What follows belongs to an exercise in optimizing a design on an open flow for small area and a short achievable clock period; a production flow would make more cautious choices. Only simulation tests tie the RTL to the original design; equivalence was not proved.

==> flow/design.v <==
package imem_pkg;
  typedef enum logic {
    IMEM_LOAD = 1'b0,
    IMEM_RUN  = 1'b1
  } imem_state_e;
  localparam int IMEM_ADDR_W = 8;
  localparam int IMEM_DATA_W = 16;
  localparam int IMEM_DEPTH  = 256;
  function automatic logic even_par(input logic [63:0] d);
    return (^d);
  endfunction
endpackage
module imem_ram #(
  parameter int WIDTH = 16
) (
  input  logic                clk,
  input  logic [255:0]        i_we,
  input  logic [255:0]        i_hold,
  input  logic [WIDTH-1:0]    i_wdata_n,
  input  logic [15:0]         i_lo_n,
  input  logic [15:0]         i_hi,
  output logic [4*WIDTH-1:0]  o_rdata_q
);
  logic [256*WIDTH-1:0] w_mem_n;
  for (genvar w = 0; w < 256; w++) begin : g_word
    for (genvar b = 0; b < WIDTH; b++) begin : g_bit
      imem_bit u_bit (
        .clk    (clk),
        .i_we   (i_we[w]),
        .i_hold (i_hold[w]),
        .i_d    (i_wdata_n[b]),
        .o_q    (w_mem_n[w*WIDTH + b])
      );
    end
  end
  for (genvar b = 0; b < WIDTH; b++) begin : g_rd
    logic [15:0] w_gn;      
    for (genvar g = 0; g < 16; g++) begin : g_grp
      logic [15:0] w_col_n;
      logic [7:0]  w_l1;    
      logic [3:0]  w_l2;    
      logic        w_l3;    
      for (genvar l = 0; l < 16; l++) begin : g_col
        assign w_col_n[l] = w_mem_n[(g*16 + l)*WIDTH + b];
      end
      for (genvar k = 0; k < 8; k++) begin : g_l1
        imem_oai22 u_g (.i_a(w_col_n[2*k +: 2]), .i_s(i_lo_n[2*k +: 2]), .o_y(w_l1[k]));
      end
      for (genvar k = 0; k < 4; k++) begin : g_l2
        imem_nor #(.N(2)) u_g (.i_a(w_l1[2*k +: 2]), .o_y(w_l2[k]));
      end
      imem_nand #(.N(4)) u_l3 (.i_a(w_l2), .o_y(w_l3));
      imem_nand #(.N(2)) u_l4 (.i_a({i_hi[g], w_l3}), .o_y(w_gn[g]));
    end
    for (genvar k = 0; k < 4; k++) begin : g_l5
      imem_nand #(.N(4)) u_g (.i_a(w_gn[4*k +: 4]), .o_y(o_rdata_q[k*WIDTH + b]));
    end
  end
endmodule
module imem_bit (
  input  logic clk,
  input  logic i_we,
  input  logic i_hold,
  input  logic i_d,
  output logic o_q
);
  logic r_q;
  always_ff @(posedge clk) begin
    r_q <= (i_d & i_we) | (r_q & i_hold);
  end
  assign o_q = r_q;
endmodule
module imem_oai22 (
  input  logic [1:0] i_a,
  input  logic [1:0] i_s,
  output logic       o_y
);
  assign o_y = !((i_a[0] | i_s[0]) & (i_a[1] | i_s[1]));
endmodule
module imem_nand #(
  parameter int N = 4
) (
  input  logic [N-1:0] i_a,
  output logic         o_y
);
  assign o_y = !(&i_a);
endmodule
module imem_nor #(
  parameter int N = 4
) (
  input  logic [N-1:0] i_a,
  output logic         o_y
);
  assign o_y = !(|i_a);
endmodule
module imem_boot #(
  parameter int ADDR_W = imem_pkg::IMEM_ADDR_W,
  parameter int DATA_W = imem_pkg::IMEM_DATA_W,
  parameter int DEPTH  = imem_pkg::IMEM_DEPTH
) (
  input  logic              clk,
  input  logic              rst_n,
  input  logic              ld_valid,
  input  logic [DATA_W-1:0] ld_data,
  input  logic              ld_last,
  output logic              ld_ready,
  input  logic              reload,
  output logic              boot_done,
  output logic [ADDR_W:0]   ld_count,
  input  logic              fetch_en,
  input  logic [ADDR_W-1:0] fetch_addr,
  output logic [DATA_W-1:0] fetch_data,
  output logic              fetch_valid,
  output logic              parity_err
);
  localparam int LO_W = ADDR_W / 2;
  localparam int HI_W = ADDR_W - LO_W;
  logic              r_run;        
  logic              r_ld_ready;   
  logic [ADDR_W:0]   r_cnt;
  logic              r_vld;
  logic [4*DATA_W-1:0] r_rdata_q;    
  logic              w_accept;
  logic [DEPTH-1:0]  w_we;
  logic [DEPTH-1:0]  w_hold;
  logic [(1<<LO_W)-1:0] w_pa;
  logic [(1<<HI_W)-1:0] w_pb;
  logic [4*DATA_W-1:0] w_rdata_q;
  assign w_accept = !r_run && ld_valid;
  for (genvar w = 0; w < DEPTH; w++) begin : g_we
    assign w_we[w]   = w_accept && (r_cnt[ADDR_W-1:0] == ADDR_W'(w));
    assign w_hold[w] = !(r_ld_ready && ld_valid && (r_cnt[ADDR_W-1:0] == ADDR_W'(w)));
  end
  for (genvar a = 0; a < (1 << LO_W); a++) begin : g_pa
    assign w_pa[a] = (fetch_addr[LO_W-1:0] != LO_W'(a));    
  end
  for (genvar a = 0; a < (1 << HI_W); a++) begin : g_pb
    assign w_pb[a] = (fetch_addr[ADDR_W-1:LO_W] == HI_W'(a));
  end
  always_ff @(posedge clk or negedge rst_n) begin
    if (!rst_n) begin
      r_run      <= 1'b0;
      r_ld_ready <= 1'b1;
      r_cnt      <= '0;
      r_vld      <= 1'b0;
    end else if (!r_run) begin
      r_vld <= 1'b0;
      if (ld_valid) begin
        r_cnt <= r_cnt + 1'b1;
        if (ld_last || (&r_cnt[ADDR_W-1:0])) begin
          r_run      <= 1'b1;
          r_ld_ready <= 1'b0;
        end
      end
    end else begin
      r_vld <= fetch_en && !reload;
      if (reload) begin
        r_run      <= 1'b0;
        r_ld_ready <= 1'b1;
        r_cnt      <= '0;
      end
    end
  end
  always_ff @(posedge clk) begin
    r_rdata_q <= w_rdata_q;
  end
  imem_ram #(
    .WIDTH (DATA_W)
  ) u_ram (
    .clk     (clk),
    .i_we    (w_we),
    .i_hold  (w_hold),
    .i_wdata_n (~ld_data),
    .i_lo_n  (w_pa),
    .i_hi    (w_pb),
    .o_rdata_q (w_rdata_q)
  );
  assign ld_ready    = r_ld_ready;
  assign boot_done   = r_run;
  assign ld_count    = r_cnt;
  assign fetch_valid = r_vld;
  for (genvar b = 0; b < DATA_W; b++) begin : g_out
    logic [1:0] w_n;
    imem_nor #(.N(2)) u_lo (.i_a({r_rdata_q[b],            r_rdata_q[DATA_W + b]}),   .o_y(w_n[0]));
    imem_nor #(.N(2)) u_hi (.i_a({r_rdata_q[2*DATA_W + b], r_rdata_q[3*DATA_W + b]}), .o_y(w_n[1]));
    imem_nand #(.N(2)) u_or (.i_a(w_n), .o_y(fetch_data[b]));
  end
  assign parity_err  = 1'b0;
endmodule
clock: 4.5 ns
lec_check: 0
cap_margin: 20
core_margin: 2
core_utilization: 60
cts_cluster_diameter: 100
cts_cluster_size: 25
setup_slack_margin: 1.8
slew_margin: 20
synth_hierarchical: 1
standard.sh (not shown) runs the stock make flow with config.mk's settings and CLKGATE_MAP_FILE= SYNTH_SCRIPT=/design/flow/synth_recipe.tcl, a recipe that flattens the netlist after the stock synthesis.
==> flow/flow/run.sh <==
#!/bin/bash
# The standard layout, with the port buffers placed as sky130_fd_sc_hd__buf_4 instead of the
# buffer cell that buffer_ports picks by default (a slow delay buffer).
set -euo pipefail
bash standard.sh "BUFFER_PORTS_ARGS=-buffer_cell sky130_fd_sc_hd__buf_4" finish > standard.log 2>&1
Next try:
==> flow/run.sh (new file) <==
#!/bin/bash
# synth_recipe.tcl (not shown) runs the flow's synth.tcl, then flattens the netlist and writes it again
# the make line also repeats each setting of config.mk as NAME=value (left out here)
make -C /OpenROAD-flow-scripts/flow DESIGN_CONFIG=/design/flow/config.mk WORK_HOME=/design/flow/orfs CLKGATE_MAP_FILE= SYNTH_SCRIPT=/design/flow/synth_recipe.tcl finish
- CORE_UTILIZATION: 60 -> 50
removed: flow/flow/run.sh
removed: flow/standard.sh
What happened: The changed run went through all stages and came out clean; final area rose by 1.6%; fmax is higher by 0.48%; wire length rose by 4.8%; final cell count rises by 4.4%; core utilization shrinks by 10 points; via count drops by 0.77%; critical path depth climbs by 1; setup slack is better by 0.014 ns.

## what the ideal ports hide
How much do the figures lean on ideal ports? The routed layouts below were timed once more, with nothing changed but the port constraints.
Step 1 sets driving cells, clkbuf_16 on the clock port and buf_2 on the other inputs (assumed; they add their load-dependent delay and slew).
Step 2, shift: input delay + t, output delay - t, t = (earliest + latest rising clock arrival at the registers) / 2. This alone moves slack from input paths to output paths.
Three values: ideal, step 1, step 2; two values: the first two.
run | t, ns | setup slack, ns | worst slew at a driven data input, ns
the first run | 1.010 | 1.626 / 1.626 / 0.729 | 0.05
the second run | 1.030 | 1.640 / 1.640 / 0.687 | 0.14
After both steps every run listed still meets setup and hold. The setup slack of the second run, which loses most, moves by 0.000 ns with the drivers and by -0.953 ns with both steps.
